Source: an optimization exercise on an open RTL-to-GDS flow (aim: small area). Production flows keep margins and buffers that such runs may drop.
The RTL was checked by simulation tests, not by an equivalence proof against the original design.
Power and IR drop assume default switching activity.

### flow/config.mk
export PLATFORM = sky130hd
export DESIGN_NAME = ruhman_led_multi
export DESIGN_NICKNAME = ruhman_led_multi
export VERILOG_FILES = /design/flow/design.v
export SDC_FILE = /design/flow/constraint.sdc
export NUM_CORES = 4
export LEC_CHECK = 0
export CAP_MARGIN = 20
export CORE_MARGIN = 2
export CORE_UTILIZATION = 70
export PLACE_DENSITY = 0.8
export SLEW_MARGIN = 20
### flow/constraint.sdc
create_clock -name core_clock -period 10.0 [get_ports {clk}]
set_input_delay 2.0000 -clock core_clock [delete_from_list [all_inputs] [get_ports {clk}]]
set_output_delay 2.0000 -clock core_clock [all_outputs]
set_load 0.01 [all_outputs]
### flow/design.v
module ruhman_led_multi #(
    parameter int unsigned N          = 16,
    parameter int unsigned CLK_PER_MS = 100,
    parameter int unsigned HP_W       = 16
) (
    input  logic         clk,
    input  logic         reset_n,
    input  logic         cs,
    input  logic         read,
    input  logic         write,
    input  logic [4:0]   addr,
    input  logic [31:0]  wr_data,
    output logic [31:0]  rd_data,
    output logic [N-1:0] dout
);
    localparam int unsigned   PW        = (CLK_PER_MS > 1) ? $clog2(CLK_PER_MS) : 1;
    localparam logic [PW-1:0] PrescLast = PW'(CLK_PER_MS - 1);
    localparam logic [15:0]   RingInv   = 16'haaaa;
    logic [PW-1:0] presc_q;
    logic [3:0]    phase_q;    
    logic [3:0]    phase_n;
    logic          hold_q;     
    logic          win_q;      
    logic          ms_tick;
    logic          ph0, ph15;
    logic          bus_wr;
    logic          sync_sel;
    logic [15:0]   ch_hp   [N];
    logic [1:0]    ch_mode [N];
    logic [3:0]    ch_bc   [N];
    logic [N-1:0]  done_vec;
    logic          unused_bits;
    logic [15:0]   wd_hp;
    logic [15:0]   wd_hp_rot;
    logic          wd_hs;
    logic [1:0]    wd_mode;
    logic [3:0]    wd_bc;
    assign bus_wr      = cs && write;
    assign sync_sel    = bus_wr && (addr == 5'd16);
    assign ms_tick     = (presc_q == PrescLast);
    assign ph0         = (phase_q == 4'd0);
    assign ph15        = (phase_q == 4'd15);
    assign phase_n     = phase_q + 4'd1;
    assign unused_bits = read ^ (^wr_data);
    assign wd_hp       = reset_n ? wr_data[15:0] : 16'd0;
    assign wd_hs       = (wd_hp[15:1] == 15'd0);
    assign wd_mode     = reset_n ? wr_data[17:16] : 2'b00;
    assign wd_bc       = reset_n ? wr_data[23:20] : 4'd0;
    always_comb begin
        wd_hp_rot = {wd_hp[0], wd_hp[15:1]};
        if (phase_q[0]) wd_hp_rot = {wd_hp_rot[0], wd_hp_rot[15:1]};
        if (phase_q[1]) wd_hp_rot = {wd_hp_rot[1:0], wd_hp_rot[15:2]};
        if (phase_q[2]) wd_hp_rot = {wd_hp_rot[3:0], wd_hp_rot[15:4]};
        if (phase_q[3]) wd_hp_rot = {wd_hp_rot[7:0], wd_hp_rot[15:8]};
    end
    always_ff @(posedge clk) begin
        if (!reset_n || ms_tick) presc_q <= '0;
        else                     presc_q <= presc_q + PW'(1);
    end
    always_ff @(posedge clk) begin
        if (!reset_n) begin
            phase_q <= '0;
            hold_q  <= 1'b0;
            win_q   <= 1'b0;
        end else begin
            win_q   <= ((ms_tick || hold_q) && ph15) || (win_q && !ph15);
            phase_q <= phase_n;
            hold_q  <= (ms_tick || hold_q) && !ph15;
        end
    end
    for (genvar i = 0; i < N; i++) begin : g_ch
        logic [15:0] hpr_q;        
        logic [15:0] cnr_q;        
        logic [15:0] hpr_v, cnr_v;  
        logic [1:0]  mode_q;
        logic [3:0]  bc_q;
        logic        hs_q;         
        logic        cy_q;         
        logic        stp_q;        
        logic [3:0]  nb_q;         
        logic        led_q, done_q;
        logic        cfg_wr, ld, restart, run, reached, step, adv, clr;
        logic        cy_eff, cbit, nbit, match;
        assign cfg_wr  = bus_wr && (addr == 5'(i));
        assign ld      = cfg_wr || !reset_n;
        assign restart = cfg_wr || (sync_sel && wr_data[i] && mode_q[1]);
        assign run     = ms_tick && mode_q[1] && !done_q && !restart;
        assign reached = stp_q || hs_q;
        assign step    = run && reached;
        assign adv     = run && !reached;
        assign clr     = restart || step;    
        assign hpr_v   = hpr_q ^ RingInv;
        assign cnr_v   = cnr_q ^ RingInv;
        assign cy_eff  = cy_q && !hold_q;
        assign cbit    = cnr_v[0] ^ ph0;      
        assign nbit    = cbit ^ cy_eff;       
        assign match   = (nbit == hpr_v[0]);
        always_ff @(posedge clk) begin
            if (ld) begin
                hpr_q  <= wd_hp_rot ^ RingInv;
                mode_q <= wd_mode;
                bc_q   <= wd_bc;
                hs_q   <= wd_hs;
            end else begin
                hpr_q  <= {hpr_v[0], hpr_v[15:1]} ^ RingInv;
            end
        end
        always_ff @(posedge clk) begin
            if (clr) begin
                cnr_q <= RingInv;
                cy_q  <= 1'b0;
                stp_q <= 1'b0;
            end else begin
                cnr_q <= {cnr_v[0] ^ cy_eff, cnr_v[15:1]} ^ RingInv;
                if (adv)         cy_q <= 1'b1;
                else if (!hold_q) cy_q <= cy_q && cbit;
                if (win_q) stp_q <= (ph0 || stp_q) && match;
            end
        end
        always_ff @(posedge clk) begin
            if (!reset_n) begin
                led_q  <= 1'b0;
                done_q <= 1'b0;
            end else if (restart) begin
                nb_q   <= '0;
                done_q <= 1'b0;
                led_q  <= cfg_wr ? (wr_data[17:16] != 2'b00) : 1'b1;
            end else if (step) begin
                led_q <= !led_q;
                if (mode_q[0] && led_q) begin
                    nb_q   <= nb_q + 4'd1;
                    done_q <= (nb_q + 4'd1 == bc_q);
                end
            end
        end
        assign dout[i]     = led_q;
        assign done_vec[i] = done_q;
        assign ch_hp[i]    = hpr_v;
        assign ch_mode[i]  = mode_q;
        assign ch_bc[i]    = bc_q;
    end
    logic [N-1:0] rd_sel;
    logic [21:0]  rd_ch;
    logic [15:0]  rd_hpr;
    always_comb begin
        rd_ch = '0;
        for (int i = 0; i < N; i++) begin
            rd_sel[i] = (addr == 5'(i));
            rd_ch = rd_ch | ({ch_bc[i], ch_mode[i], ch_hp[i]} & {22{rd_sel[i]}});
        end
        rd_hpr = rd_ch[15:0];
        if (phase_q[0]) rd_hpr = {rd_hpr[14:0], rd_hpr[15]};
        if (phase_q[1]) rd_hpr = {rd_hpr[13:0], rd_hpr[15:14]};
        if (phase_q[2]) rd_hpr = {rd_hpr[11:0], rd_hpr[15:12]};
        if (phase_q[3]) rd_hpr = {rd_hpr[7:0], rd_hpr[15:8]};
        rd_data = {8'h00, rd_ch[21:18], 2'b00, rd_ch[17:16], rd_hpr};
        if (addr == 5'd17) begin
            rd_data[N-1:0]  = dout;
            rd_data[16 +: N] = done_vec;
        end
    end
endmodule
### flow/flow/run.sh
#!/bin/bash
# Own layout flow: the standard ORFS flow (standard.sh), with
#  - synthesis as standard.sh runs it (same Yosys passes, same registers), except that ABC maps
#    the combinational logic with flow/abc_area.script: the delay-relaxed (-R 1000) &nf mapper
#    with pin permutation and no buffering or upsizing (slack is large; placement and repair
#    size what needs it)
#  - clock tree synthesis that clusters more sinks per leaf buffer and inserts no dummy loads
#  - port buffers of the smallest buffer cell.
# Each step's full output goes to its own log file here.
set -euo pipefail
here=$(pwd)
export MY_ABC_SCRIPT="$here/flow/abc_area.script"
export CTS_ARGS="-sink_clustering_enable -repair_clock_nets -dont_use_dummy_load -sink_clustering_size 9 -sink_clustering_max_diameter 45 -buf_list sky130_fd_sc_hd__clkbuf_4"
export BUFFER_PORTS_ARGS="-buffer_cell sky130_fd_sc_hd__buf_1"
# standard.sh with only its synthesis script swapped for flow/area_synth.tcl
sed "s|SYNTH_SCRIPT=[^ ]*|SYNTH_SCRIPT=$here/flow/area_synth.tcl|" standard.sh > area_synth.sh
bash area_synth.sh synth > flow_synth.log 2>&1
for t in floorplan place cts route finish; do
  bash standard.sh "$t" > "flow_$t.log" 2>&1
done
### flow/flow/abc_area.script
&get -n
&st
&dch
&nf -R 1000 -p
&st
&syn2
&if -g -K 6
&synch2
&nf -R 1000 -p
&st
&syn2
&if -g -K 6
&synch2
&nf -R 1000 -p
&st
&syn2
&if -g -K 6
&synch2
&nf -R 1000 -p
&st
&syn2
&if -g -K 6
&synch2
&nf -R 1000 -p
&st
&syn2
&if -g -K 6
&synch2
&nf -R 1000 -p
&put
buffer -c
topo
stime -c
upsize -c
dnsize -c
### flow/flow/area_synth.tcl
proc synth {args} { yosys synth -nofsm -noshare {*}$args }
proc abc {args} {
  set i [lsearch -exact $args -script]
  if {$i >= 0 && [info exists ::env(MY_ABC_SCRIPT)]} { lset args [expr {$i + 1}] $::env(MY_ABC_SCRIPT) }
  yosys abc {*}$args
}
source $::env(SCRIPTS_DIR)/synth.tcl
# left out here: clear keep_hierarchy, flatten, clean up, hide names made inside functions, write 1_2_yosys.v
### flow/standard.sh
#!/bin/bash
# synth_recipe.tcl (not shown) runs the flow's synth.tcl, then flattens the netlist and writes it again
# the make line also repeats each setting of config.mk as NAME=value (left out here)
make -C /OpenROAD-flow-scripts/flow DESIGN_CONFIG=/design/flow/config.mk WORK_HOME=/design/flow/orfs CLKGATE_MAP_FILE= SYNTH_SCRIPT=/design/flow/synth_recipe.tcl "${@:-finish}"
==> impl_results.md, run 1 <==
* GRT Total Usage at 41.9%
* Slew HR at 13.4%
* Setup Skew at 0.0845 ns
* Layout Nets at 3097
* Fin. max-slew vios at 0
* Wire per inst at 25.7 um
* CP Launch Type: input port
* Multi-input gate area at 0.0117 mm2
* Clk pwr share at 25.0%
* Required time worst endpoint at 8.00 ns
* Min Clock Period, post-route at 8.47 ns
* Crit path max fanout at 11
* Status: finished clean
* Pwr Total at 5.64 mW
* Final setup viols at 0
* Via/cell ratio at 6.60
* Worst-margin pin slew at 1.29 ns
* Fin crit share at 84.7%
* Critical hold path startpoint: g_ch[4].cnr_q[10]$_SDFF_PN0_
* WL final at 92.0 mm
* Worst R2R Start: phase_q[1]$_SDFF_PN0_
* Initial DRC count at 2863
* LEAKAGE at 11.5 nW
* FMAX at 118 MHz
* Sequential Power Share at 63.7%
* Initial antenna violation count at 4
* Worst r2r path cells at 8
* Post-DP HPWL at 66.5 mm
* Post-CTS Resized at 0
* Post-DRT Antenna Nets at 0
* Worst hold path type: flip-flop to flip-flop
* Reg2reg end: g_ch[7].stp_q$_SDFFE_PN0P_
* Commonest cells post-synth: dfxtp_1, nor2_1, nand2_1
* IO buf count at 78
* Synth Instances at 2988
* Most frequent cell after synthesis: dfxtp_1
* I/O pins at 90
* Power Dens Cells at 183 mW/mm2
* Fraction of layout instances using a drive strength above 1 at 7.94%
* Die Wd at 210 um
* Setup TNS at 0 ns
* Final Hold Fails at 0
* Largest net degree at the start of global routing at 75
* Syn_nets at 3049
* Post-synth ARST share at 0%
* Net Sw Frac at 27.7%
* Max Cap Viol at 0
* Synth unique cells at 70
* Htree depth at 3
* Placer's final routability congestion estimate at 1.03
* Maximum VDD drop at 0.000140 V
* Placeable Area at 0.0419 mm2
* Syn Area/Cell at 9.92 um2
* Register Area at 0.0171 mm2
* Fillcell total at 2988
* Internal Power at 4.08 mW
* Critical path arrival at 6.47 ns
* Core Rows at 75
* First-pass GRT wire length at 136 mm
* Yosys top cell area share at 39.8%
* Most area-hungry cell type in the Yosys netlist: dfxtp_1
* Via count at 23600
* Vias in the first global route at 23000
* CTS tree: yes
* Reg2reg setup slack at 7.22 ns
* Initial Util at 70.8%
* Post-layout util at 73.9%
* Combinational Power Share at 11.3%
* Sequential area share after synthesis at 57.6%
* DR pass1 iterations at 6
* Chip Height at 210 um
* RSZ-0062 raised after global routing: false
* Endpoint, Worst Hold: g_ch[4].cnr_q[9]$_SDFF_PN1_
* Post-route DRC at 0
* CP endpoint kind: primary output
* Layout area overhead at 4.32%
* Cell area after synthesis at 0.0296 mm2
* Primary FF master, synth: dfxtp_1
* Grt total ovfl at 0
* EDFF count, synth at 176
* Sink Count at 765
* Num CTS Buffers at 98
* #FFs+latches synth at 765
* Root buffer cell: clkbuf_4
* Critical path type: input port to primary output
* Die Footprint at 0.0440 mm2
* Psw at 1.56 mW
* Top cells by area, synth: dfxtp_1, edfxtp_1, nor2_1
* Clock Tree Buf Depth at 3
* Clock Pin Slew Worst Setup and Hold Paths at 0.09 ns
* Hold buffers post-CTS at 0
* Worst skew pair latency at 0.92 ns
* Yosys warns at 4
* Setup Fix Bufs, Post-CTS at 0
* Hold-critical path depth at 1
## sequential cells by signal, summed over array words and instances, names as in the netlist, named ones only
register and cells:
g_ch.cnr_q 256, g_ch.mode_q 32, g_ch.bc_q 64, g_ch.nb_q 64, g_ch.cy_q 16, hold_q 1
g_ch.hpr_q 256, phase_q 4, g_ch.stp_q 16, g_ch.hs_q 16, g_ch.led_q 16, g_ch.done_q 16
presc_q 7
## layer usage
metal / vias up / global-route usage [%] / routed length, um
met5: - / 0 / 0
met4: 0 / 30.8 / 7910
met3: 417 / 9.59 / 10100
met2: 1554 / 65.1 / 40800
met1: 11200 / 51.5 / 33100
li1: 10400 / - / -
## power by group through the flow
stage	logic (mW)	registers (mW)	clock network (mW)
2_1_floorplan	0.420	3.57	0
3_3_place_gp	0.591	3.64	0
3_5_place_dp	0.613	3.65	0
4_1_cts	0.617	3.58	1.41
5_1_grt	0.682	3.61	1.53
6_report	0.636	3.59	1.41
## area by class of cell
cell class                 count  area share [%]
antenna                        3          0.0243
multi-input combinational   2026            37.9
inverter                      23           0.279
tap                          539            2.18
timing repair buffer         122            2.03
sequential                   765            55.2
clock buffer                  98            2.38
## how the worst max path moves through the flow
| stage | depth (start not counted) | endpoint | startpoint |
|---|---|---|---|
| after floorplan | 14 | rd_data[4] | addr[4] |
| final | 12 | rd_data[6] | addr[2] |
| after global routing | 14 | rd_data[3] | addr[0] |
| after CTS | 14 | rd_data[6] | addr[2] |
| after global placement | 14 | rd_data[6] | addr[2] |
| after detailed placement | 14 | rd_data[6] | addr[2] |
## kinds of logic after synthesis
kind of cell,after synthesis,share of synthesized area (%)
buffers and inverters,197,2.99
xor gates and xnor gates,154,4.55
AOI/OAI and AO/OA,641,13.0
and+or+nand+nor,1098,16.4
DFF,765,57.6
adders and majority gates,19,0.802
muxes,114,4.66
## metrics by stage
step	setup WS, ns	instances	area, um2	hold slack [ns]
floorplan	3.74	2988	29600	0.343
global placement	1.89	3475	30200	0.344
detailed placement	1.86	3475	30200	0.348
CTS	1.86	3573	30900	0.329
global route	1.36	3575	30900	0.334
finish	1.53	3576	30900	0.308
## cell usage in the layout (no fill, tap or decap), drive strengths merged, types with 20 or more instances in the layout
| cell type | n |
|---|---|
| and3 | 20 |
| a22oi | 76 |
| xnor2 | 102 |
| nor2 | 459 |
| dfxtp | 589 |
| buf | 121 |
| o21ai | 220 |
| nor4 | 30 |
| nor3 | 22 |
| mux2 | 29 |
| and2 | 28 |
| nand3 | 59 |
| xor2 | 52 |
| mux2i | 69 |
| a31oi | 20 |
| a21oi | 185 |
| clkbuf | 99 |
| o22ai | 24 |
| nor2b | 59 |
| o21a | 22 |
| nand2 | 342 |
| edfxtp | 176 |
## worst max-delay path, cell delays in order
cell and delay (ns):
buf_1 0.49, nor2b_2 0.48, nand2_1 0.34, nor2_1 1.06
a221oi_1 0.21, nand4_1 0.29, mux2i_1 0.17, mux2_2 0.34
nor2_1 0.09, a2111oi_0 0.08, a311oi_1 0.68, buf_1 0.21
==> inputs of run 2 (changes only) <==
==> flow/flow/abc_area.script (replaced) <==
&get -n
&st
&syn2
&dch -f
&nf -R 1000 -p
&put
topo
stime -c
dnsize -c
==> run 2 against run 1 <==
  * Clock power barely moved
  * First-iteration DRC count shrank 12%
  * Fmax is 6.0% higher
  * Utilization is 1.7 points higher
  * Largest cell class unchanged
  * Clock skew down 0.034 ns
  * Die area is 5.4% lower
  * Clock-buffer cell count shrank 2
  * Power rose by 1.0%
  * Sequential power is 2% higher
  * Still clean on timing, DRC and antenna
  * Sequential cell count unchanged
==> impl_results.md, run 2 <==
* Most frequent cell after synthesis: dfxtp_1
* Internal Power at 4.13 mW (+1.3%)
* Post-DRT Antenna Nets at 0 (unchanged)
* Setup Skew at 0.0506 ns (-0.0338 ns)
* Num CTS Buffers at 96 (-2.0%)
* Commonest cells after routing, fill and taps aside: dfxtp_1, nand2_1, nor2_1
* Endpoint, Worst Hold: g_ch[12].cnr_q[3]$_SDFF_PN1_
* Initial antenna violation count at 5 (+1)
* Setup Fix Bufs, Post-CTS at 0 (unchanged)
* Initial DRC count at 2533 (-12%)
* Psw at 1.57 mW (+0.40%)
* Most common cell after layout, fill and taps aside: dfxtp_1
* CP top delay family: simple AND/OR/NAND/NOR gates
* EDFF count, synth at 176 (unchanged)
* IO buf count at 78 (unchanged)
* Post-DP HPWL at 56.5 mm (-15%)
* Worst hold path type: flip-flop to flip-flop
* Crit path max fanout at 19 (+8)
* CP Launch Type: input port
* Fin. max-slew vios at 0 (unchanged)
* Root buffer cell: clkbuf_4
* Synth unique cells at 51 (-27%)
* Hold buffers post-CTS at 0 (unchanged)
* Combinational Power Share at 11.4% (about the same)
* Core Rows at 73 (-2.7%)
* Via/cell ratio at 6.49 (-1.7%)
* Most area-hungry cell type in the Yosys netlist: dfxtp_1
* Fraction of layout instances using a drive strength above 1 at 6.25% (-1.7 points)
* Clk pwr share at 24.3% (-0.7 points)
* Syn_nets at 2785 (-8.7%)
* Via count at 22400 (-5.0%)
* Regs by FF count: g_ch.cnr_q: 256 flops, g_ch.hpr_q: 256 flops
* Reg2reg end: g_ch[4].cy_q$_SDFFE_PN0P_
* Post-layout util at 75.6% (+1.7 points)
* Hold-critical path depth at 1 (unchanged)
* Post-CTS Resized at 0 (unchanged)
* First-pass GRT wire length at 121 mm (-11%)
* Synth Instances at 2724 (-8.8%)
* Critical hold path startpoint: g_ch[12].cnr_q[4]$_SDFF_PN0_
* Vias in the first global route at 21500 (-6.6%)
* Die Wd at 204 um (-2.8%)
* Min Clock Period, post-route at 7.99 ns (-0.477 ns)
* Post-route DRC at 0 (unchanged)
* Cell area after synthesis at 0.0280 mm2 (-5.5%)
* Net Sw Frac at 27.5% (-0.17 points)
* CP max-delay cell: nor3_1
* Layout Nets at 2990 (-3.5%)
* Initial Util at 70.6% (-0.19 points)
* CP endpoint kind: primary output
* Required time worst endpoint at 8.00 ns (about the same)
* Placer's final routability congestion estimate at 0.954 (-7.5%)
* RSZ-0062 raised after global routing: false
* Chip Height at 204 um (-2.8%)
* Clock Tree Buf Depth at 3 (unchanged)
* Worst skew pair latency at 0.88 ns (-0.04 ns)
* Grt total ovfl at 0 (unchanged)
* Die Footprint at 0.0416 mm2 (-5.4%)
* Reg2reg setup slack at 5.87 ns (-1.35 ns)
* Yosys warns at 4 (unchanged)
* Placeable Area at 0.0396 mm2 (-5.3%)
* LEAKAGE at 11.1 nW (-3.0%)
* GRT Total Usage at 38.5% (-3.4 points)
* Commonest cells post-synth: dfxtp_1, nand2_1, o21ai_0
* #FFs+latches synth at 765 (unchanged)
* Top cells by area, synth: dfxtp_1, edfxtp_1, o21ai_0
* Worst R2R Start: phase_q[0]$_SDFF_PN0_
* I/O pins at 90 (unchanged)
* Post-synth ARST share at 0% (unchanged)
* Primary FF master, synth: dfxtp_1
* Layout area overhead at 7.07%
* Sequential Power Share at 64.3% (+0.6 points)
* DR pass1 iterations at 9 (+3)
* Sink Count at 765 (unchanged)
* CTS tree: yes
* Htree depth at 3 (unchanged)
* Power Dens Cells at 190 mW/mm2 (+4.2%)
* WL final at 80.4 mm (-13%)
* Setup TNS at 0 ns (unchanged)
* Critical path arrival at 5.99 ns (-0.48 ns)
* Final setup viols at 0 (unchanged)
* Fin crit share at 79.9% (-4.8 points)
* Critical path cell sequence: buf_1, nor2_1, nand2_1, o22ai_1, nor4_1, nand2_1, nor3_1, mux2i_1, o21ai_0, o21ai_0, mux2i_1, a21oi_1, buf_1
* Slew HR at 23.0% (+9.6 points)
* Status: finished clean
* Maximum VDD drop at 0.000142 V (+1.6%)
* Max Cap Viol at 0 (unchanged)
* Worst r2r path cells at 7 (-1)
* FMAX at 125 MHz (+6.0%)
* Final Hold Fails at 0 (unchanged)
* Worst path bufs/invs at 2 (unchanged)
* Slowest stage delay, CP at 0.58 ns (-0.48 ns)
* Clock Pin Slew Worst Setup and Hold Paths at 0.09 ns (about the same)
* Worst-margin pin slew at 1.15 ns (-0.141 ns)
* Largest net degree at the start of global routing at 55 (-27%)
* Critical path type: input port to primary output
* Wire per inst at 23.3 um (-9.6%)
* Sequential area share after synthesis at 61.0% (+3.4 points)
* Syn Area/Cell at 10.3 um2 (+3.6%)
* Yosys top cell area share at 42.1% (+2.3 points)
## run 2: worst max-delay path by stage
stage,slack (ns),from,cells after the start,endpoint
after floorplan,3.42,addr[4],12,rd_data[1]
after global placement,2.40,addr[3],13,rd_data[5]
after detailed placement,2.26,addr[3],13,rd_data[5]
after CTS,2.25,addr[3],13,rd_data[5]
after global routing,1.91,addr[3],13,rd_data[5]
final,2.01,addr[3],13,rd_data[5]
## run 2: stage by stage
stage | power (mW) | instance area, um2 | setup slack, ns | hold slack [ns] | std cells
after floorplan | 4.08 | 28000 | 3.42 | 0.343 | 2724
after global placement | 4.31 | 29200 | 2.40 | 0.344 | 3354
after detailed placement | 4.35 | 29200 | 2.26 | 0.347 | 3356
after CTS | 5.69 | 30000 | 2.25 | 0.357 | 3452
after global routing | 5.91 | 30000 | 1.91 | 0.365 | 3457
final | 5.70 | 30000 | 2.01 | 0.359 | 3458
## run 2: routing by layer
layer | vias to the layer above | routed length (um) | GRT usage [%]
met5 | - | 0 | 0
met2 | 1273 | 35900 | 59.1
met4 | 0 | 5870 | 26.3
li1 | 10200 | - | -
met1 | 10600 | 30000 | 49.3
met3 | 325 | 8610 | 8.07
## run 2: layout make-up
| class | count | area, um2 |
|---|---|---|
| Sequential cell | 765 | 17100 |
| Multi-Input combinational cell | 1940 | 10900 |
| Fill cell | 2872 | 9670 |
| Clock buffer | 96 | 721 |
| Tap cell | 525 | 657 |
| Timing Repair Buffer | 123 | 627 |
| Antenna cell | 6 | 15.0 |
| Inverter | 3 | 11.3 |
## run 2: kinds of logic (layout without fill, tap and decap cells)
group / after synthesis / after routing / share of synthesized area [%]
simple gates: 1013 / 1013 / 15.3
mux: 49 / 49 / 2.49
flops: 765 / 765 / 61.0
fa+ha+maj: 19 / 19 / 0.849
xor+xnor: 128 / 128 / 4.00
buf+inv: 19 / 222 / 0.469
compound gates: 731 / 731 / 15.9
other cells: 0 / 6 / 0
## run 2: power groups by stage
| stage | logic (mW) | registers [mW] | clock network (mW) |
|---|---|---|---|
| floorplan | 0.422 | 3.66 | 0 |
| global placement | 0.598 | 3.71 | 0 |
| detailed placement | 0.629 | 3.72 | 0 |
| CTS | 0.636 | 3.66 | 1.39 |
| global route | 0.712 | 3.69 | 1.51 |
| finish | 0.651 | 3.66 | 1.39 |
==> inputs of run 3 (changes only) <==
--- a/flow/design.v
+++ b/flow/design.v
@@ -63,7 +63,7 @@
             hold_q  <= 1'b0;
             win_q   <= 1'b0;
         end else begin
-            win_q   <= ((ms_tick || hold_q) && ph15) || (win_q && !ph15);
+            if (ph15) win_q <= ms_tick || hold_q;
             phase_q <= phase_n;
             hold_q  <= (ms_tick || hold_q) && !ph15;
         end
--- a/flow/config.mk
+++ b/flow/config.mk
@@ -8,5 +8,6 @@
 export CAP_MARGIN = 20
 export CORE_MARGIN = 2
 export CORE_UTILIZATION = 70
+export GPL_TIMING_DRIVEN = 0
 export PLACE_DENSITY = 0.8
 export SLEW_MARGIN = 20
==> run 3 against run 2 <==
  * Still clean on timing, DRC and antenna
  * Register-to-register slack gained 0.29 ns
  * Synthesized area is essentially flat
  * Combinational power grew 4.3%
  * Synthesized cell count shrank 0.59%
  * Via count grew 0.43%
  * Wire length shrank 0.22%
  * Sequential cell count is the same
  * Critical path depth grew 2
  * Utilization grew 1.6 points
  * Critical endpoint is now rd_data[2]
==> impl_results.md, run 3 <==
* Synth unique cells at 51 (unchanged)
* Syn_nets at 2769 (-0.57%)
* CP endpoint kind: primary output
* Post-CTS Resized at 0 (unchanged)
* Grt total ovfl at 0 (unchanged)
* Primary FF master, synth: dfxtp_1
* Combinational Power Share at 11.9% (+0.5 points)
* Sequential Power Share at 63.9% (-0.4 points)
* Post-layout util at 77.2% (+1.6 points)
* Commonest cells post-synth: dfxtp_1, nand2_1, o21ai_0
* WL final at 80.2 mm (-0.22%)
* Max Cap Viol at 0 (unchanged)
* Top cells by area, synth: dfxtp_1, edfxtp_1, o21ai_0
* Clk pwr share at 24.2% (about the same)
* Placer's final routability congestion estimate at 1.02 (+7.1%)
* Commonest cells after routing, fill and taps aside: dfxtp_1, nand2_1, o21ai_0
* Root buffer cell: clkbuf_4
* Regs by FF count: g_ch.cnr_q: 256 flops, g_ch.hpr_q: 256 flops
* Largest net degree at the start of global routing at 39 (-29%)
* Critical hold path startpoint: g_ch[15].cnr_q[11]$_SDFF_PN1_
* Initial Util at 70.6% (about the same)
* Layout Nets at 2976 (-0.47%)
* FMAX at 118 MHz (-5.8%)
* IO buf count at 78 (unchanged)
* Yosys warns at 4 (unchanged)
* Htree depth at 3 (unchanged)
* Clock Tree Buf Depth at 3 (unchanged)
* Syn Area/Cell at 10.3 um2 (+0.61%)
* Via count at 22500 (+0.43%)
* Maximum VDD drop at 0.000153 V (+7.3%)
* Post-DP HPWL at 57.2 mm (+1.2%)
* Vias in the first global route at 21100 (-1.9%)
* Slew HR at 15.4% (-7.6 points)
* GRT Total Usage at 38.5% (about the same)
* Required time worst endpoint at 8.00 ns (about the same)
* Psw at 1.58 mW (+0.92%)
* Placeable Area at 0.0396 mm2 (unchanged)
* Worst-margin pin slew at 1.27 ns (+0.115 ns)
* Worst r2r path cells at 8 (+1)
* Reg2reg setup slack at 6.16 ns (+0.29 ns)
* Setup Fix Bufs, Post-CTS at 0 (unchanged)
* RSZ-0062 raised after global routing: false
* LEAKAGE at 11.3 nW (+1.6%)
* Post-synth ARST share at 0% (unchanged)
* Most common cell after layout, fill and taps aside: dfxtp_1
* Fin cells at 3444 (-0.40%)
* Post-route DRC at 0 (unchanged)
* Crit path max fanout at 19 (unchanged)
* Hold-critical path depth at 1 (unchanged)
* EDFF count, synth at 176 (unchanged)
* Worst R2R Start: phase_q[0]$_SDFF_PN0_
* Die Footprint at 0.0416 mm2 (about the same)
* Sink Count at 765 (unchanged)
* I/O pins at 90 (unchanged)
* Min Clock Period, post-route at 8.49 ns (+0.494 ns)
* Final setup viols at 0 (unchanged)
* Synth Instances at 2708 (-0.59%)
* Status: finished clean
* Final Hold Fails at 0 (unchanged)
* Most area-hungry cell type in the Yosys netlist: dfxtp_1
* Num CTS Buffers at 96 (unchanged)
* Cell area after synthesis at 0.0280 mm2 (about the same)
* Clock Pin Slew Worst Setup and Hold Paths at 0.09 ns (about the same)
* Hold buffers post-CTS at 0 (unchanged)
* Most frequent cell after synthesis: dfxtp_1
* Die Wd at 204 um (about the same)
* Power Dens Cells at 187 mW/mm2 (-1.6%)
* Layout area overhead at 9.33%
* Wire per inst at 23.3 um (+0.19%)
* Dpl cells at 3342 (-0.42%)
* Critical path arrival at 6.49 ns (+0.50 ns)
* CP Launch Type: input port
* Core Rows at 73 (unchanged)
* Endpoint, Worst Hold: g_ch[15].cnr_q[10]$_SDFF_PN0_
* Hold Worst Slack at 0.337 ns (-0.0219 ns)
* Fin crit share at 84.9% (+4.9 points)
* Setup TNS at 0 ns (unchanged)
* Fin. max-slew vios at 0 (unchanged)
* Setup Skew at 0.0906 ns (+0.0400 ns)
* CTS tree: yes
* Worst hold path type: flip-flop to flip-flop
* DR pass1 iterations at 10 (+1)
* Initial DRC count at 3021 (+19%)
* Via/cell ratio at 6.55 (+0.84%)
* Internal Power at 4.15 mW (+0.38%)
* Fraction of layout instances using a drive strength above 1 at 6.83% (+0.58 points)
* #FFs+latches synth at 765 (unchanged)
* Post-DRT Antenna Nets at 0 (unchanged)
* Net Sw Frac at 27.6% (+0.11 points)
* Sequential area share after synthesis at 61.0% (about the same)
* First-pass GRT wire length at 121 mm (about the same)
* Critical path type: input port to primary output
* Reg2reg end: g_ch[0].hpr_q[8]$_DFF_P_
* Worst skew pair latency at 0.89 ns (about the same)
* Yosys top cell area share at 42.1% (about the same)
* Chip Height at 204 um (about the same)
* Fillcell total at 2713 (-5.5%)
* Initial antenna violation count at 3 (-2)
run 3: cell count changes in the layout (fill, tap and decap cells not counted), sizes merged, moves of 4 or more:
cell,change
nand2,-8
nor2,-17
nor2b,+8
a22oi,-7
o21ai,-4
nand3b,+8
a22o,+6
run 3: layout make-up:
type                            count  area, um2  share of cell area (%)
Tap cell                          525        657                    2.15
Sequential cell                   765      17100                    55.8
Buffer                             16        120                   0.392
Clock buffer                       96        721                    2.35
Inverter                            3       12.5                  0.0409
Multi-Input combinational cell   1924      11000                    36.0
Antenna cell                        6       15.0                  0.0490
Timing Repair Buffer              109        973                    3.18
run 3: metrics by stage:
stage          cell area (um2)  setup slack, ns  power [mW]
2_1_floorplan            28000             3.42        4.08
3_3_place_gp             29000             1.37        4.31
3_5_place_dp             29900             1.77        4.38
5_1_grt                  30600             1.55        5.94
4_1_cts                  30600             1.76        5.71
6_report                 30600             1.51        5.73
run 3: layer usage:
metal | share of wire [%] | global-route usage [%] | vias up | routed length [um]
li1 | - | - | 10200 | -
met4 | 6.6 | 23.0 | 0 | 5320
met2 | 44 | 58.9 | 1427 | 35500
met1 | 38 | 50.6 | 10600 | 30600
met5 | 0 | 0 | - | 0
met3 | 11 | 8.27 | 290 | 8860
run 3: worst max-delay path by stage:
| stage | to | slack [ns] | start | depth (start not counted) |
|---|---|---|---|---|
| after floorplan | rd_data[1] | 3.42 | addr[4] | 12 |
| after global placement | rd_data[12] | 1.37 | addr[4] | 13 |
| after detailed placement | rd_data[2] | 1.77 | addr[3] | 15 |
| after CTS | rd_data[2] | 1.76 | addr[3] | 15 |
| after global routing | rd_data[13] | 1.55 | addr[3] | 14 |
| final | rd_data[2] | 1.51 | addr[3] | 15 |
run 3: power groups by stage:
stage,clock (mW),sequential (mW),combinational (mW)
after CTS,1.39,3.65,0.663
after floorplan,0,3.65,0.423
final,1.39,3.66,0.679
after global routing,1.51,3.69,0.741
after detailed placement,0,3.72,0.656
after global placement,0,3.72,0.598
run 3: logic make-up after synthesis:
group / count (synthesis) / synth area share (%)
compound gates: 726 / 15.9
xor+xnor: 128 / 4.00
fa+ha+maj: 19 / 0.849
buf+inv: 19 / 0.469
flops: 765 / 61.0
mux: 51 / 2.56
simple gates: 1000 / 15.3
run 3: critical path: stages:
cell,delay [ns]
buf_1,0.58
nor3_1,0.22
nand2_1,0.62
o22ai_1,0.22
nor4_1,0.71
nand2_1,0.15
nor3_1,0.55
nand2_1,0.11
o21ai_0,0.19
nor2_1,0.07
a21oi_1,0.20
a21oi_1,0.11
mux2i_1,0.44
a21oi_1,0.14
buf_1,0.15
==> inputs of run 4 (changes only) <==
--- a/flow/config.mk
+++ b/flow/config.mk
@@ -8,6 +8,5 @@
 export CAP_MARGIN = 20
 export CORE_MARGIN = 2
 export CORE_UTILIZATION = 70
-export GPL_TIMING_DRIVEN = 0
 export PLACE_DENSITY = 0.8
 export SLEW_MARGIN = 20
==> run 4 against run 3 <==
  * Critical path depth down 2
  * Sequential share of layout area up 1.2 points
  * Non-clock buffer count down 9
  * Largest cell class unchanged
  * Still clean
  * Critical path type unchanged
  * Clock-buffer cell count up 1
==> impl_results.md, run 4 <==
* Status: finished clean
* Fin cells at 3433 (-0.32%)
* IO buf count at 78 (unchanged)
* Fin crit share at 81.3% (-3.6 points)
* DR pass1 iterations at 7 (-3)
* Crit-path most repeated cell: mux2i_1
* Worst hold path type: flip-flop to flip-flop
* Setup Skew at 0.0771 ns (-0.0136 ns)
* Top cells by area, synth: dfxtp_1, edfxtp_1, o21ai_0
* Commonest cells after routing, fill and taps aside: dfxtp_1, nand2_1, nor2_1
* Post-DP HPWL at 56.9 mm (-0.60%)
* #FFs+latches synth at 765 (unchanged)
* First-pass GRT wire length at 122 mm (+0.95%)
* Post-route DRC at 0 (unchanged)
* Clk pwr share at 24.5% (+0.3 points)
* Synth Instances at 2708 (unchanged)
* GRT Total Usage at 38.8% (+0.30 points)
* Regs by FF count: g_ch.cnr_q: 256 flops, g_ch.hpr_q: 256 flops
* Htree depth at 3 (unchanged)
* EDFF count, synth at 176 (unchanged)
* Most common cell after layout, fill and taps aside: dfxtp_1
* Initial antenna violation count at 4 (+1)
* Die Wd at 204 um (unchanged)
* CP Launch Type: input port
* Required time worst endpoint at 8.00 ns (about the same)
* Final Hold Fails at 0 (unchanged)
* RSZ-0062 raised after global routing: false
* Chip Height at 204 um (unchanged)
* Crit path max fanout at 19 (unchanged)
* Num CTS Buffers at 97 (+1.0%)
* I/O pins at 90 (unchanged)
* Yosys top cell area share at 42.1% (unchanged)
* Final setup viols at 0 (unchanged)
* Fin. max-slew vios at 0 (unchanged)
* Layout Nets at 2968 (-0.27%)
* Slew HR at 24.0% (+8.6 points)
* CTS tree: yes
* Setup TNS at 0 ns (unchanged)
* Vias in the first global route at 21400 (+1.2%)
* Critical path cell sequence: buf_1, nor2_1, nand2_1, o22ai_1, nor4_1, nand2_1, nor3_1, mux2i_1, mux2i_1, o21ai_0, mux2i_1, a21oi_1, buf_1
* Commonest cells post-synth: dfxtp_1, nand2_1, o21ai_0
* Yosys warns at 4 (unchanged)
* Grt total ovfl at 0 (unchanged)
* Clock Tree Buf Depth at 3 (unchanged)
* Maximum VDD drop at 0.000139 V (-8.8%)
* Combinational Power Share at 11.5% (-0.4 points)
* CP max-delay cell: nor4_1
* WL final at 80.2 mm (about the same)
* DP Area at 0.0292 mm2 (-2.3%)
* Sequential Power Share at 64.1% (+0.2 points)
* Setup Fix Bufs, Post-CTS at 0 (unchanged)
* Initial Util at 70.6% (unchanged)
* Fin area at 0.0299 mm2 (-2.2%)
* Placer's final routability congestion estimate at 0.993 (-2.8%)
* Synth unique cells at 51 (unchanged)
* Layout area overhead at 6.93%
* Psw at 1.58 mW (-0.27%)
* Setup WS pre-CTS at 2.22 ns (+0.451 ns)
* Hold buffers post-CTS at 0 (unchanged)
* Post-synth ARST share at 0% (unchanged)
* Worst Slack Setup Final at 1.87 ns (+0.363 ns)
* Initial DRC count at 2963 (-1.9%)
* Via/cell ratio at 6.53 (-0.23%)
* Via count at 22400 (-0.55%)
* Worst-margin pin slew at 1.13 ns (-0.136 ns)
* Syn_nets at 2769 (unchanged)
* Post-DRT Antenna Nets at 0 (unchanged)
* Cell area after synthesis at 0.0280 mm2 (unchanged)
* Most area-hungry cell type in the Yosys netlist: dfxtp_1
* FMAX at 123 MHz (+4.5%)
* Fraction of layout instances using a drive strength above 1 at 6.13% (-0.70 points)
* Sink Count at 765 (unchanged)
* Critical path arrival at 6.13 ns (-0.36 ns)
* Die Footprint at 0.0416 mm2 (unchanged)
* Max Cap Viol at 0 (unchanged)
* Largest net degree at the start of global routing at 55 (+41%)
* Root buffer cell: clkbuf_4
* Primary FF master, synth: dfxtp_1
* Net Sw Frac at 27.6% (about the same)
* Wire per inst at 23.4 um (+0.24%)
* Clock Pin Slew Worst Setup and Hold Paths at 0.09 ns (about the same)
* LEAKAGE at 11.1 nW (-2.1%)
* CP endpoint kind: primary output
* Power Dens Cells at 191 mW/mm2 (+1.9%)
* Most frequent cell after synthesis: dfxtp_1
* Internal Power at 4.13 mW (-0.39%)
* Placeable Area at 0.0396 mm2 (unchanged)
* Core Rows at 73 (unchanged)
* Min Clock Period, post-route at 8.13 ns (-0.363 ns)
* Sequential area share after synthesis at 61.0% (unchanged)
* Syn Area/Cell at 10.3 um2 (unchanged)
* Dpl cells at 3333 (-0.27%)
* Slowest stage delay, CP at 0.65 ns (-0.06 ns)
* Post-CTS Resized at 0 (unchanged)
* Worst skew pair latency at 0.86 ns (-0.03 ns)
* Critical path type: input port to primary output
* Hold Worst Slack at 0.344 ns (+0.00697 ns)
## run 4: cell types whose count changed in the layout (fill, tap and decap cells not counted), sizes merged
cell,change
buf,-10
clkbuf,+2
diode,-3
## run 4: through the flow
step	power [mW]	util [%]
5_1_grt	5.92	75.5
3_5_place_dp	4.35	73.6
2_1_floorplan	4.08	-
6_report	5.71	75.5
3_3_place_gp	4.31	73.6
4_1_cts	5.69	75.5
## run 4: per-layer routing
metal  vias up  global-route usage, %  routed length [um]
met5         -                      0                  13
met4         2                   25.4                5830
met3       313                   7.38                7710
met2      1258                   59.4               35600
met1     10600                   50.8               31000
li1      10200                      -                   -
## run 4: power by group through the flow
| stage | clock, mW | combinational, mW | sequential, mW |
|---|---|---|---|
| after floorplan | 0 | 0.423 | 3.65 |
| after global placement | 0 | 0.604 | 3.70 |
| after detailed placement | 0 | 0.633 | 3.72 |
| after CTS | 1.40 | 0.638 | 3.65 |
| after global routing | 1.52 | 0.716 | 3.69 |
| final | 1.40 | 0.655 | 3.66 |
## run 4: final cells by class
type	count	area (um2)
Inverter	3	11.3
Multi-Input combinational cell	1924	10900
Tap cell	525	657
Fill cell	2787	9700
Antenna cell	3	7.51
Clock buffer	97	728
Sequential cell	765	17100
Timing Repair Buffer	116	579
## run 4: worst paths after layout
path              slack (ns)                           from  cells past startpoint                            end
setup reg to reg        6.64          phase_q[0]$_SDFF_PN0_                      8       g_ch[6].hpr_q[1]$_DFF_P_
setup / recovery        1.87                        addr[3]                     13                     rd_data[4]
hold reg to reg         0.34  g_ch[15].cnr_q[12]$_SDFF_PN0_                      1  g_ch[15].cnr_q[11]$_SDFF_PN1_
hold / removal          0.34  g_ch[15].cnr_q[12]$_SDFF_PN0_                      1  g_ch[15].cnr_q[11]$_SDFF_PN1_
## run 4: kinds of logic (layout without fill, tap and decap cells)
| group | after synthesis | in the layout | share of synthesized area (%) |
|---|---|---|---|
| buffers and inverters | 19 | 216 | 0.469 |
| xor gates and xnor gates | 128 | 128 | 4.00 |
| and+or+nand+nor | 1000 | 1000 | 15.3 |
| adders and majority gates | 19 | 19 | 0.849 |
| muxes | 51 | 51 | 2.56 |
| AOI/OAI and AO/OA | 726 | 726 | 15.9 |
| other | 0 | 3 | 0 |
| DFF | 765 | 765 | 61.0 |
## run 4: worst max-delay path: cells and delay by family
kind                   cells  cell delay (ns)
and+or+nand+nor            5             1.94
muxes                      3             0.94
buffers and inverters      2             0.72
AOI/OAI and AO/OA          3             0.50
==> inputs of run 5 (changes only) <==
--- a/flow/flow/run.sh
+++ b/flow/flow/run.sh
@@ -10,7 +10,7 @@
 set -euo pipefail
 here=$(pwd)
 export MY_ABC_SCRIPT="$here/flow/abc_area.script"
-export CTS_ARGS="-sink_clustering_enable -repair_clock_nets -dont_use_dummy_load -sink_clustering_size 9 -sink_clustering_max_diameter 45 -buf_list sky130_fd_sc_hd__clkbuf_4"
+export CTS_ARGS="-sink_clustering_enable -repair_clock_nets -dont_use_dummy_load -sink_clustering_size 9 -sink_clustering_max_diameter 45 -sink_clustering_buffer sky130_fd_sc_hd__clkbuf_4 -buf_list sky130_fd_sc_hd__clkbuf_8"
 export BUFFER_PORTS_ARGS="-buffer_cell sky130_fd_sc_hd__buf_1"
 # standard.sh with only its synthesis script swapped for flow/area_synth.tcl
 sed "s|SYNTH_SCRIPT=[^ ]*|SYNTH_SCRIPT=$here/flow/area_synth.tcl|" standard.sh > area_synth.sh
==> run 5 against run 4 <==
  * Still clean
  * Largest cell class unchanged
  * Register-to-register slack improved by 0.07 ns
  * Sequential share of layout area fell by 0.15 points
  * Critical endpoint is now rd_data[3]
  * Clock power rose by 4%
  * Design area rose by 0.26%
  * Non-clock buffer count rose by 1
  * Clock skew fell by 0.011 ns
==> impl_results.md, run 5 <==
* CP endpoint kind: primary output
* WL final at 80.4 mm (+0.31%)
* Combinational family with the most area after synthesis: compound AO/OA/AOI/OAI gates
* Wire per inst at 23.4 um (+0.34%)
* Max Cap Viol at 0 (unchanged)
* Worst-margin pin slew at 1.19 ns (+0.0587 ns)
* Synth Instances at 2708 (unchanged)
* Most common cell after layout, fill and taps aside: dfxtp_1
* Crit-path most repeated cell: mux2i_1
* Root buffer cell: clkbuf_8
* Grt total ovfl at 0 (unchanged)
* Post-route DRC at 0 (unchanged)
* Fin crit share at 80.5% (-0.76 points)
* Power Dens Cells at 192 mW/mm2 (+0.61%)
* Syn Area/Cell at 10.3 um2 (unchanged)
* Post-CTS Resized at 0 (unchanged)
* GRT Total Usage at 38.9% (+0.074 points)
* Largest net degree at the start of global routing at 55 (unchanged)
* Commonest cells post-synth: dfxtp_1, nand2_1, o21ai_0
* Dpl cells at 3333 (unchanged)
* FMAX at 124 MHz (+0.94%)
* Hold buffers post-CTS at 0 (unchanged)
* Initial DRC count at 2854 (-3.7%)
* Post-DRT Antenna Nets at 0 (unchanged)
* Crit path max fanout at 19 (unchanged)
* Slowest stage delay, CP at 0.65 ns (about the same)
* Sequential area share after synthesis at 61.0% (unchanged)
* Initial antenna violation count at 1 (-3)
* Post-synthesis simple-gate area fraction at 15.3% (unchanged)
* Htree depth at 3 (unchanged)
* RSZ-0062 raised after global routing: false
* Most area-hungry cell type in the Yosys netlist: dfxtp_1
* Top cells by area, synth: dfxtp_1, edfxtp_1, o21ai_0
* Post-synthesis mux area share at 2.56% (unchanged)
* Cell area after synthesis at 0.0280 mm2 (unchanged)
* Clock Pin Slew Worst Setup and Hold Paths at 0.08 ns (about the same)
* Clock Tree Buf Depth at 3 (unchanged)
* Maximum VDD drop at 0.000162 V (+16%)
* Required time worst endpoint at 8.00 ns (about the same)
* Die Footprint at 0.0416 mm2 (unchanged)
* Status: finished clean
* Vias in the first global route at 21400 (+0.042%)
* Chip Height at 204 um (unchanged)
* Final Hold Fails at 0 (unchanged)
* #FFs+latches synth at 765 (unchanged)
* Layout area overhead at 7.21%
* Yosys warns at 4 (unchanged)
* Commonest cells after routing, fill and taps aside: dfxtp_1, nand2_1, nor2_1
* Worst skew pair latency at 0.67 ns (-0.19 ns)
* Placeable Area at 0.0396 mm2 (unchanged)
* Critical path type: input port to primary output
* Worst hold path type: flip-flop to flip-flop
* Synth unique cells at 51 (unchanged)
* Core Rows at 73 (unchanged)
* XOR/XNOR Fraction of Synth Area at 4.00% (unchanged)
* Most frequent cell after synthesis: dfxtp_1
* Fin cells at 3432 (-0.029%)
* Primary FF master, synth: dfxtp_1
* DR pass1 iterations at 9 (+2)
* Die Wd at 204 um (unchanged)
* Post-layout util at 75.7% (+0.20 points)
* Synth Area in Adders at 0.849% (unchanged)
* Post-synth ARST share at 0% (unchanged)
* EDFF count, synth at 176 (unchanged)
* Min Clock Period, post-route at 8.05 ns (-0.0759 ns)
* Num CTS Buffers at 97 (unchanged)
* Placer's final routability congestion estimate at 0.993 (unchanged)
* First-pass GRT wire length at 122 mm (+0.15%)
* Setup Fix Bufs, Post-CTS at 0 (unchanged)
* Syn_nets at 2769 (unchanged)
* Setup TNS at 0 ns (unchanged)
* Regs by FF count: g_ch.cnr_q: 256 flops, g_ch.hpr_q: 256 flops
* Slew HR at 20.1% (-3.9 points)
* Via/cell ratio at 6.52 (-0.19%)
* CP max-delay cell: nor4_1
* CTS tree: yes
* I/O pins at 90 (unchanged)
* Via count at 22400 (-0.22%)
* Critical path cell sequence: buf_1, nor2_1, nand2_1, o22ai_1, nor4_1, nand2_1, nor3_1, mux2i_1, mux2i_1, o21ai_0, mux2i_1, a21oi_1, buf_1
* Fin. max-slew vios at 0 (unchanged)
* Post-DP HPWL at 56.9 mm (unchanged)
* IO buf count at 78 (unchanged)
* Setup Skew at 0.0660 ns (-0.0110 ns)
* Initial Util at 70.6% (unchanged)
* Final setup viols at 0 (unchanged)
* Complex-gate fraction of the synthesized area at 15.9% (unchanged)
* Layout Nets at 2969 (+0.034%)
* CP Launch Type: input port
* Sink Count at 765 (unchanged)
* Critical path arrival at 6.05 ns (-0.08 ns)
* Fraction of layout instances using a drive strength above 1 at 6.16% (+0.032 points)
* Yosys top cell area share at 42.1% (unchanged)
* LEAKAGE at 11.1 nW (+0.31%)
[run 5: per-layer routing]
metal | GRT usage (%) | up-vias | wire (um)
li1 | - | 10200 | -
met1 | 50.6 | 10600 | 30700
met2 | 59.4 | 1291 | 35600
met3 | 7.81 | 307 | 8220
met4 | 25.7 | 0 | 5870
met5 | 0 | - | 0
[run 5: logic make-up (layout without fill, tap and decap cells)]
family,after synthesis,after routing
muxes,51,51
other,0,1
buffers and inverters,19,217
DFF,765,765
adders and majority gates,19,19
and+or+nand+nor,1000,1000
xor gates and xnor gates,128,128
AOI/OAI and AO/OA,726,726
[run 5: path summary, 6_finish.rpt]
path / slack, ns / depth (start not counted) / start / endpoint
min: 0.34 / 1 / g_ch[15].cnr_q[12]$_SDFF_PN0_ / g_ch[15].cnr_q[11]$_SDFF_PN1_
max: 1.95 / 13 / addr[3] / rd_data[3]
max reg2reg: 6.71 / 9 / phase_q[0]$_SDFF_PN0_ / g_ch[0].hpr_q[8]$_DFF_P_
min reg2reg: 0.34 / 1 / g_ch[15].cnr_q[12]$_SDFF_PN0_ / g_ch[15].cnr_q[11]$_SDFF_PN1_
[run 5: cell type report]
cell class	count	area, um2
Antenna cell	1	2.50
Fill cell	2769	9620
Inverter	3	11.3
Sequential cell	765	17100
Multi-Input combinational cell	1924	10900
Clock buffer	97	785
Tap cell	525	657
Timing Repair Buffer	117	607
[run 5: critical path: cells and delay by family]
kind / cells / cell delay [ns]
simple gates: 5 / 1.90
mux: 3 / 0.93
buf+inv: 2 / 0.70
compound gates: 3 / 0.48
[run 5: through the flow]
| step | setup slack (ns) | power [mW] | hold slack [ns] | cell area (um2) |
|---|---|---|---|---|
| finish | 1.95 | 5.76 | 0.343 | 30000 |
| global route | 1.93 | 5.97 | 0.351 | 30000 |
| CTS | 2.21 | 5.75 | 0.345 | 30000 |
| detailed placement | 2.22 | 4.35 | 0.348 | 29200 |
| global placement | 2.28 | 4.31 | 0.344 | 29200 |
| floorplan | 3.42 | 4.08 | 0.343 | 28000 |
[run 5: report_power, final]
part           switching, mW  internal, mW
clock                  0.956         0.490
combinational          0.437         0.219
sequential             0.189          3.47
==> inputs of run 6 (changes only) <==
--- a/flow/flow/run.sh
+++ b/flow/flow/run.sh
@@ -10,7 +10,7 @@
 set -euo pipefail
 here=$(pwd)
 export MY_ABC_SCRIPT="$here/flow/abc_area.script"
-export CTS_ARGS="-sink_clustering_enable -repair_clock_nets -dont_use_dummy_load -sink_clustering_size 9 -sink_clustering_max_diameter 45 -sink_clustering_buffer sky130_fd_sc_hd__clkbuf_4 -buf_list sky130_fd_sc_hd__clkbuf_8"
+export CTS_ARGS="-sink_clustering_enable -repair_clock_nets -dont_use_dummy_load -sink_clustering_size 9 -sink_clustering_max_diameter 45 -buf_list \"sky130_fd_sc_hd__clkbuf_4 sky130_fd_sc_hd__clkbuf_8\""
 export BUFFER_PORTS_ARGS="-buffer_cell sky130_fd_sc_hd__buf_1"
 # standard.sh with only its synthesis script swapped for flow/area_synth.tcl
 sed "s|SYNTH_SCRIPT=[^ ]*|SYNTH_SCRIPT=$here/flow/area_synth.tcl|" standard.sh > area_synth.sh
==> run 6 against run 5 <==
  * Largest cell class unchanged
  * Die area is the same
  * Non-clock buffer count stayed put
  * Power up 7.4%
  * Design area rose by 1.8%
  * Sequential power is essentially flat
  * Sequential share of layout area fell by 1.0 points
  * Combinational power barely moved
==> impl_results.md, run 6 <==
* Status: finished clean
* Post-layout util at 77.1% (+1.4 points)
* CP max-delay cell: nor4_1
* FMAX at 125 MHz (+0.41%)
* Maximum VDD drop at 0.000150 V (-7.4%)
* Pwr Total at 6.18 mW (+7.4%)
* Root buffer cell: clkbuf_8
* Initial Util at 70.6% (unchanged)
* IO buf count at 78 (unchanged)
* Met2 Routed Length at 35.8 mm (+0.49%)
* Post-synthesis simple-gate area fraction at 15.3% (unchanged)
* Num CTS Buffers at 97 (unchanged)
* Initial DRC count at 2774 (-2.8%)
* Slowest stage delay, CP at 0.60 ns (-0.05 ns)
* Setup Skew at 0.0612 ns (-0.00486 ns)
* Synth Instances at 2708 (unchanged)
* Placer's final routability congestion estimate at 0.993 (unchanged)
* Yosys warns at 4 (unchanged)
* Max layer used: met4
* Min Clock Period, post-route at 8.02 ns (-0.0328 ns)
* LEAKAGE at 11.3 nW (+2.0%)
* Vias in the first global route at 21500 (+0.59%)
* Clock Tree Buf Depth at 3 (unchanged)
* Post-CTS Resized at 0 (unchanged)
* Wire per inst at 23.6 um (+0.52%)
* Fin. max-slew vios at 0 (unchanged)
* Regs by FF count: g_ch.cnr_q: 256 flops, g_ch.hpr_q: 256 flops
* Initial antenna violation count at 2 (+1)
* Commonest cells post-synth: dfxtp_1, nand2_1, o21ai_0
* Register Area at 0.0171 mm2 (unchanged)
* Setup Fix Bufs, Post-CTS at 0 (unchanged)
* Most area-hungry cell type in the Yosys netlist: dfxtp_1
* Via/cell ratio at 6.51 (about the same)
* Sink Count at 765 (unchanged)
* First-pass GRT wire length at 123 mm (+0.75%)
* Final setup viols at 0 (unchanged)
* Synth unique cells at 51 (unchanged)
* Primary FF master, synth: dfxtp_1
* Post-synth ARST share at 0% (unchanged)
* Largest net degree at the start of global routing at 55 (unchanged)
* Grt total ovfl at 0 (unchanged)
* DR pass1 iterations at 9 (unchanged)
* Worst path bufs/invs at 2 (unchanged)
* EDFF count, synth at 176 (unchanged)
* Critical path arrival at 6.02 ns (-0.03 ns)
* WL final at 80.9 mm (+0.58%)
* Syn_nets at 2769 (unchanged)
* Die Wd at 204 um (unchanged)
* Most common cell after layout, fill and taps aside: dfxtp_1
* Multi-input gate area at 0.0109 mm2 (unchanged)
* Post-DP HPWL at 56.9 mm (unchanged)
* Reg2reg setup slack at 6.66 ns (-0.05 ns)
* Chip Height at 204 um (unchanged)
* Synth Area in Adders at 0.849% (unchanged)
* Hold buffers post-CTS at 0 (unchanged)
* XOR/XNOR Fraction of Synth Area at 4.00% (unchanged)
* Post-DRT Antenna Nets at 0 (unchanged)
* Placeable Area at 0.0396 mm2 (unchanged)
* Critical path cell sequence: buf_1, nor3_1, nand2_1, o22ai_1, nor4_1, nand2_1, nor3_1, mux2i_1, mux2i_1, o21ai_0, mux2i_1, a21oi_1, buf_1
* Worst-margin pin slew at 1.19 ns (-0.00284 ns)
* Worst hold path type: flip-flop to flip-flop
* Setup TNS at 0 ns (unchanged)
* Slew HR at 20.3% (+0.19 points)
* Fraction of layout instances using a drive strength above 1 at 6.16% (unchanged)
* Met1 wire length at 30.5 mm (-0.69%)
* Crit-path most repeated cell: mux2i_1
* #FFs+latches synth at 765 (unchanged)
* Most frequent cell after synthesis: dfxtp_1
* Worst skew pair latency at 0.68 ns (about the same)
* Top cells by area, synth: dfxtp_1, edfxtp_1, o21ai_0
* Clock Pin Slew Worst Setup and Hold Paths at 0.06 ns (-0.02 ns)
* CTS tree: yes
* Commonest cells after routing, fill and taps aside: dfxtp_1, nand2_1, nor2_1
* Metal3 WL at 8.40 mm (+2.2%)
* Final Hold Fails at 0 (unchanged)
* CP endpoint kind: primary output
* Via count at 22400 (-0.013%)
* Power Dens Cells at 202 mW/mm2 (+5.5%)
* Post-route DRC at 0 (unchanged)
* Layout Nets at 2969 (unchanged)
* Htree depth at 3 (unchanged)
* Required time worst endpoint at 8.00 ns (about the same)
* Critical path type: input port to primary output
* Combinational family with the most area after synthesis: compound AO/OA/AOI/OAI gates
* Cell area after synthesis at 0.0280 mm2 (unchanged)
* CP Launch Type: input port
* Crit path max fanout at 19 (unchanged)
* Max Cap Viol at 0 (unchanged)
* I/O pins at 90 (unchanged)
* Yosys top cell area share at 42.1% (unchanged)
* Post-synthesis mux area share at 2.56% (unchanged)
* Syn Area/Cell at 10.3 um2 (unchanged)
* Complex-gate fraction of the synthesized area at 15.9% (unchanged)
* Fin crit share at 80.2% (-0.33 points)
* CP top delay family: simple AND/OR/NAND/NOR gates
* Fillcell total at 2678 (-3.3%)
* Core Rows at 73 (unchanged)
* RSZ-0062 raised after global routing: false
* Layout area overhead at 9.12%
* GRT Total Usage at 39.2% (+0.31 points)
* Sequential area share after synthesis at 61.0% (unchanged)
* Die Footprint at 0.0416 mm2 (unchanged)
## run 6: cell counts after synthesis
Identical to the previous run, type by type.
## run 6: cells by family (layout without fill, tap and decap cells)
kind of cell,after synthesis,count (layout)
other,0,3
multiplexers,51,51
AO/OA/AOI/OAI,726,726
flip-flops,765,765
AND/OR/NAND/NOR,1000,1000
XOR/XNOR,128,128
adder cells (fa/ha/maj),19,19
buffers and inverters,19,217
## run 6: power by group
part           internal (mW)  switching, mW  leakage [nW]
registers               3.48          0.190          6.58
logic                  0.218          0.438          4.03
clock network          0.856           1.01         0.697
total                   4.55           1.63          11.3
## run 6: final cells by class
cell class | count | area share [%]
sequential | 765 | 55.9
multi-input combinational | 1924 | 35.6
antenna | 3 | 0.0246
inverter | 3 | 0.0369
tap | 525 | 2.15
clock buffer | 97 | 4.37
timing repair buffer | 117 | 1.92
## run 6: path summary, 6_finish.rpt
path / cells past startpoint / start / to
setup / recovery: 13 / addr[3] / rd_data[4]
hold reg to reg: 1 / g_ch[15].cnr_q[12]$_SDFF_PN0_ / g_ch[15].cnr_q[11]$_SDFF_PN1_
hold / removal: 1 / g_ch[15].cnr_q[12]$_SDFF_PN0_ / g_ch[15].cnr_q[11]$_SDFF_PN1_
setup reg to reg: 7 / phase_q[0]$_SDFF_PN0_ / g_ch[3].stp_q$_SDFFE_PN0P_
## run 6: stage by stage
stage                     area (um2)  hold slack [ns]  setup WS, ns  instances
after floorplan                28000            0.343          3.42       2708
after global placement         29200            0.344          2.28       3333
after detailed placement       29200            0.348          2.22       3333
after CTS                      30500            0.344          2.21       3430
after global routing           30600            0.353          1.94       3434
final                          30600            0.346          1.98       3434
## run 6: metal layers
metal | GRT usage [%] | vias to the layer above
met1 | 50.8 | 10600
li1 | - | 10200
met2 | 59.7 | 1283
met5 | 0 | -
met4 | 26.4 | 0
met3 | 8.08 | 334

## what the ideal ports hide
In the flow no input, the clock included, has a driving cell. The finished layouts below were timed again as built, in two steps. Step 1 sets driving cells, clkbuf_16 on the clock port and buf_2 on the other inputs (assumed; they add their load-dependent delay and slew). Step 2 also shifts input and output timing later by t, the mid clock arrival at the registers, as if the neighbouring blocks saw the same clock. a / b / c = no drivers / after step 1 / after step 2; a / b = the first two.
run | t (ns) | setup WS [ns] | pins driven straight from the clock port
run 1 | 0.924 | 1.528 / 1.465 / 1.465 | 1
run 2 | 0.900 | 2.005 / 1.900 / 1.900 | 1
run 3 | 0.900 | 1.511 / 1.406 / 1.406 | 1
run 4 | 0.879 | 1.874 / 1.794 / 1.794 | 1
run 5 | 0.702 | 1.950 / 1.864 / 1.864 | 1
run 6 | 0.707 | 1.983 / 1.889 / 1.889 | 1
After both steps setup and hold are still met in every run listed.
